Source: an optimization exercise on an open RTL-to-GDS flow (aim: small area, a short achievable clock period and few clock cycles per item). Production flows keep margins and buffers that such runs may drop. Function was checked by simulation only, so behaviour that the tests miss may differ from the original. Power figures rest on the tool's default switching activity, not on a simulated workload.

v55:
==> flow/design.v (excerpt) <==
module mmu_bounds_guard
#(
  parameter int ADDR_W = mmu_bounds_guard_pkg::ADDR_W_DEF,
  parameter int SEL_W  = mmu_bounds_guard_pkg::SEL_W_DEF,
  parameter int NSEG   = mmu_bounds_guard_pkg::NSEG_DEF
) (
  input  logic              clk,
  input  logic              rst,
  input  logic              we,
  input  logic [SEL_W-1:0]  sel,
  input  logic [31:0]       lower,
  input  logic [31:0]       upper,
  input  logic              req_valid,
  output logic              req_ready,
  input  logic [ADDR_W-1:0] req_addr,
  input  logic              req_wr,
  output logic              mem_valid,
  input  logic              mem_ready,
  output logic [ADDR_W-1:0] mem_addr,
  output logic              mem_wr,
  output logic              exc,
  output logic [ADDR_W-1:0] exc_addr,
  output logic [SEL_W-1:0]  exc_sel,
  input  logic              exc_ack
);
  logic [SEL_W-1:0]  act;
  logic              live;
  logic              written;
  logic [ADDR_W-1:0] lo;
  logic [ADDR_W-1:0] hi;
  logic              hi_big;
  mmu_bounds_table #(
    .ADDR_W (ADDR_W),
    .SEL_W  (SEL_W),
    .NSEG   (NSEG)
  ) u_table (
    .clk        (clk),
  ...
Size: roughly 4700 um2 of cells after synthesis.
export LEC_CHECK = 0
export CAP_MARGIN = 20
export CORE_MARGIN = 2
export CORE_UTILIZATION = 45
export PLACE_DENSITY = 0.75
export SETUP_SLACK_MARGIN = 2.8
export SLEW_MARGIN = 20
export SYNTH_HIERARCHICAL = 1
create_clock -name core_clock -period 5.5 [get_ports {clk}]
standard.sh (not shown) runs the stock make flow with config.mk's settings and CLKGATE_MAP_FILE= SYNTH_SCRIPT=/design/flow/synth_recipe.tcl, a recipe that flattens the netlist after the stock synthesis.
==> flow/flow/run.sh <==
#!/bin/bash
# Standard ORFS layout, with plain buf_1 cells on the ports instead of the
# delay buffers buffer_ports picks by default, and the delay-cell families
# kept out of the post-synthesis repairs. Synthesis is the standard one.
set -euo pipefail
PLAT_DONT_USE=$(make -s -C "$FLOW_HOME" DESIGN_CONFIG="$FLOW_CONFIG" print-DONT_USE_CELLS 2>/dev/null | sed -n 's/^DONT_USE_CELLS: //p')
EXTRA="sky130_fd_sc_hd__clkdlybuf4s15_1 sky130_fd_sc_hd__clkdlybuf4s15_2 sky130_fd_sc_hd__clkdlybuf4s18_1 sky130_fd_sc_hd__clkdlybuf4s18_2 sky130_fd_sc_hd__clkdlybuf4s25_1 sky130_fd_sc_hd__clkdlybuf4s25_2 sky130_fd_sc_hd__clkdlybuf4s50_1 sky130_fd_sc_hd__clkdlybuf4s50_2 sky130_fd_sc_hd__dlygate4sd1_1 sky130_fd_sc_hd__dlygate4sd2_1 sky130_fd_sc_hd__dlygate4sd3_1 sky130_fd_sc_hd__dlymetal6s2s_1 sky130_fd_sc_hd__dlymetal6s4s_1 sky130_fd_sc_hd__dlymetal6s6s_1"
echo "platform dont_use: $PLAT_DONT_USE" > flow_vars.log
bash standard.sh synth > synth.log 2>&1
bash standard.sh "BUFFER_PORTS_ARGS=-buffer_cell sky130_fd_sc_hd__buf_1" "POST_FLOORPLAN_TCL=$PWD/flow/downsize.tcl" "DONT_USE_CELLS=$PLAT_DONT_USE $EXTRA" finish > layout.log 2>&1
==> flow/flow/downsize.tcl <==
# Post-floorplan hook: set every combinational cell that synthesis mapped
# at a larger drive strength back to drive 1 (same function), so that the
# repair steps that follow upsize only what timing needs. Registers, ties
# and buffers are left alone.
set db [ord::get_db]
set n 0
foreach inst [[ord::get_db_block] getInsts] {
  set m [[$inst getMaster] getName]
  if {[regexp {^sky130_fd_sc_hd__(a21oi|o21ai|a21o|o21a|nand2|nor2|nand3|nor3|nand4|nor4|a22oi|o22ai|a211oi|o211ai|a31oi|o31ai|mux2i|xor2|xnor2|inv)_(2|4)$} $m -> fam drv]} {
    set small [$db findMaster sky130_fd_sc_hd__${fam}_1]
    if {$small ne "NULL" && $small ne ""} {
      $inst swapMaster $small
      incr n
    }
  }
}
puts "downsize.tcl: set $n cells to drive 1"
Testbench counts of v55, summed over its fixed seeds: cycles 16,058, items 16,000.
The inputs of v11 differ from those of v55 as listed below.
- CTS_CLUSTER_SIZE now 20, previously not set
- CTS_CLUSTER_DIAMETER now 100, previously not set
- PLACE_DENSITY no longer set, was 0.75
Results
- Status: worst setup slack parity (v11, v55)
- ~same post-route clock period utilization in v11 and v55
- Cmp v11 and v55 / hold slack / higher: v55
- Overall routed net length (v11 over v55): decrease, 7.6%
- v11 completed end to end with timing, DRC and antenna clean.
- Between v55 and v11, the flow reports estimated wirelength of the detail-placed design decreasing by a few percent.
- On post-placement cell area, v11 and v55 are neck and neck.
Here is what was changed in the inputs of v35 compared with v11.
- clearing CTS_CLUSTER_SIZE, which used to be 20
- putting PLACE_DENSITY at 0.9 where nothing was set
- clearing CTS_CLUSTER_DIAMETER, which used to be 100
==> comparison <==
v35: all stages complete, timing, DRC and antenna checks passed
Via count for v35: 5.1% up relative to v11
Sort v11 and v35 by setup slack, ascending, and v35 comes first.
Status: portion of total power attributed to the clock network parity (v11, v35)
Per the comparison of v35 with v11, final critical-path required period has increased, clock power has remained practically unchanged, clock buffer and inverter area fraction after layout has remained practically unchanged, final weighted congestion in routability-driven placement has increased.
For clock skew, v11 and v35 come out practically identical.
On v35: non-clock buffer count is about 3% higher than what v11 gave.
Inputs modified between v35 and v24:
- changing CORE_UTILIZATION from 45 to 60
- removing PLACE_DENSITY (formerly 0.9)
==> comparison <==
v24 against v35: total core area went down; hold slack did not really move; met3 capacity usage during global routing went down; synthesis-to-layout area growth went down. Summary — fraction of area in clock buffers and inverters, v24 relative to v35: lower, by 0.39 points.

========
Starting RTL as in the previous note.
Design mmu_bounds_guard, start of the top module:
module mmu_bounds_guard
#(
  parameter int ADDR_W = mmu_bounds_guard_pkg::ADDR_W_DEF,
  parameter int SEL_W  = mmu_bounds_guard_pkg::SEL_W_DEF,
  parameter int NSEG   = mmu_bounds_guard_pkg::NSEG_DEF
) (
  input  logic              clk,
  input  logic              rst,
  input  logic              we,
  input  logic [SEL_W-1:0]  sel,
  input  logic [31:0]       lower,
  input  logic [31:0]       upper,
  input  logic              req_valid,
  output logic              req_ready,
  input  logic [ADDR_W-1:0] req_addr,
  input  logic              req_wr,
  output logic              mem_valid,
  input  logic              mem_ready,
  output logic [ADDR_W-1:0] mem_addr,
  output logic              mem_wr,
  output logic              exc,
  output logic [ADDR_W-1:0] exc_addr,
  output logic [SEL_W-1:0]  exc_sel,
  input  logic              exc_ack
);
==> flow/config.mk <==
export PLATFORM = sky130hd
export DESIGN_NAME = mmu_bounds_guard
export DESIGN_NICKNAME = mmu_bounds_guard
export VERILOG_FILES = /design/flow/design.v
export SDC_FILE = /design/flow/constraint.sdc
export NUM_CORES = 4
export LEC_CHECK = 0
export CAP_MARGIN = 20
export CORE_MARGIN = 2
export CORE_UTILIZATION = 45
export CTS_CLUSTER_DIAMETER = 100
export CTS_CLUSTER_SIZE = 30
export SETUP_SLACK_MARGIN = 2.8
export SLEW_MARGIN = 20
export SYNTH_HIERARCHICAL = 1
==> flow/constraint.sdc <==
create_clock -name core_clock -period 5.5 [get_ports {clk}]
set_input_delay 1.1000 -clock core_clock [delete_from_list [all_inputs] [get_ports {clk}]]
set_output_delay 1.1000 -clock core_clock [all_outputs]
set_load 0.01 [all_outputs]
Scripts as last shown in full above: flow/flow/run.sh, flow/flow/downsize.tcl
Testbench counts at the start, summed over its fixed seeds: cycles 16,058, items 16,000.
Rerun with:
CTS_CLUSTER_DIAMETER = unset   (was 100)
CTS_CLUSTER_SIZE = unset   (was 30)
SETUP_SLACK_MARGIN = 2.75   (was 2.8)
Outcome:
- setup slack is unchanged
- register-to-register slack is about the same
- synthesized cell count is unchanged
- core utilization does not change
- worst hold slack does not change
- cell area is unchanged
Rerun with:
--- a/flow/flow/run.sh
+++ b/flow/flow/run.sh
@@ -8,3 +8,3 @@
 echo "platform dont_use: $PLAT_DONT_USE" > flow_vars.log
 bash standard.sh synth > synth.log 2>&1
-bash standard.sh "BUFFER_PORTS_ARGS=-buffer_cell sky130_fd_sc_hd__buf_1" "POST_FLOORPLAN_TCL=$PWD/flow/downsize.tcl" "DONT_USE_CELLS=$PLAT_DONT_USE $EXTRA" finish > layout.log 2>&1
+bash standard.sh "BUFFER_PORTS_ARGS=-buffer_cell sky130_fd_sc_hd__buf_1" "POST_FLOORPLAN_TCL=$PWD/flow/downsize.tcl" "CTS_ARGS=-sink_clustering_enable -repair_clock_nets -dont_use_dummy_load" "DONT_USE_CELLS=$PLAT_DONT_USE $EXTRA" finish > layout.log 2>&1
SETUP_SLACK_MARGIN = 2.8   (was 2.75)
Result: The changed run went through all stages and came out clean; setup slack is about the same; critical path depth does not change; final area shrinks by 1.3%.

static timing again, ports no longer ideal:
In the flow no input, the clock included, has a driving cell. The finished layouts below were timed again as built, in two steps.
Step 1 (the two cells are an assumption about what drives the block):
set clk [get_ports {clk}]
set_driving_cell -lib_cell sky130_fd_sc_hd__clkbuf_16 $clk
set_driving_cell -lib_cell sky130_fd_sc_hd__buf_2 [delete_from_list [all_inputs] $clk]
Step 2, shift: input delay + t, output delay - t, t = (earliest + latest rising clock arrival at the registers) / 2. This alone moves slack from input paths to output paths.
Slacks: no drivers / after step 1 / after step 2; pairs: no drivers / after step 1.
| run | t, ns | setup slack, ns | slew at the worst register clock pin (ns) |
|---|---|---|---|
| v55 | 0.385 | 2.891 / 2.861 / 2.552 | 0.09 / 0.09 |
| v11 | 0.377 | 2.892 / 2.870 / 2.591 | 0.09 / 0.09 |
| v35 | 0.376 | 2.851 / 2.810 / 2.562 | 0.09 / 0.09 |
| v24 | 0.388 | 2.889 / 2.864 / 2.589 | 0.09 / 0.09 |
| the first run of note 2 | 0.377 | 2.892 / 2.870 / 2.591 | 0.09 / 0.09 |
| the second run of note 2 | 0.377 | 2.892 / 2.870 / 2.591 | 0.09 / 0.09 |
| the third run of note 2 | 0.372 | 2.892 / 2.870 / 2.592 | 0.09 / 0.09 |
After both steps setup and hold are still met in every run listed. The setup slack of v55, which loses most, moves by -0.030 ns with the drivers and by -0.339 ns with both steps.
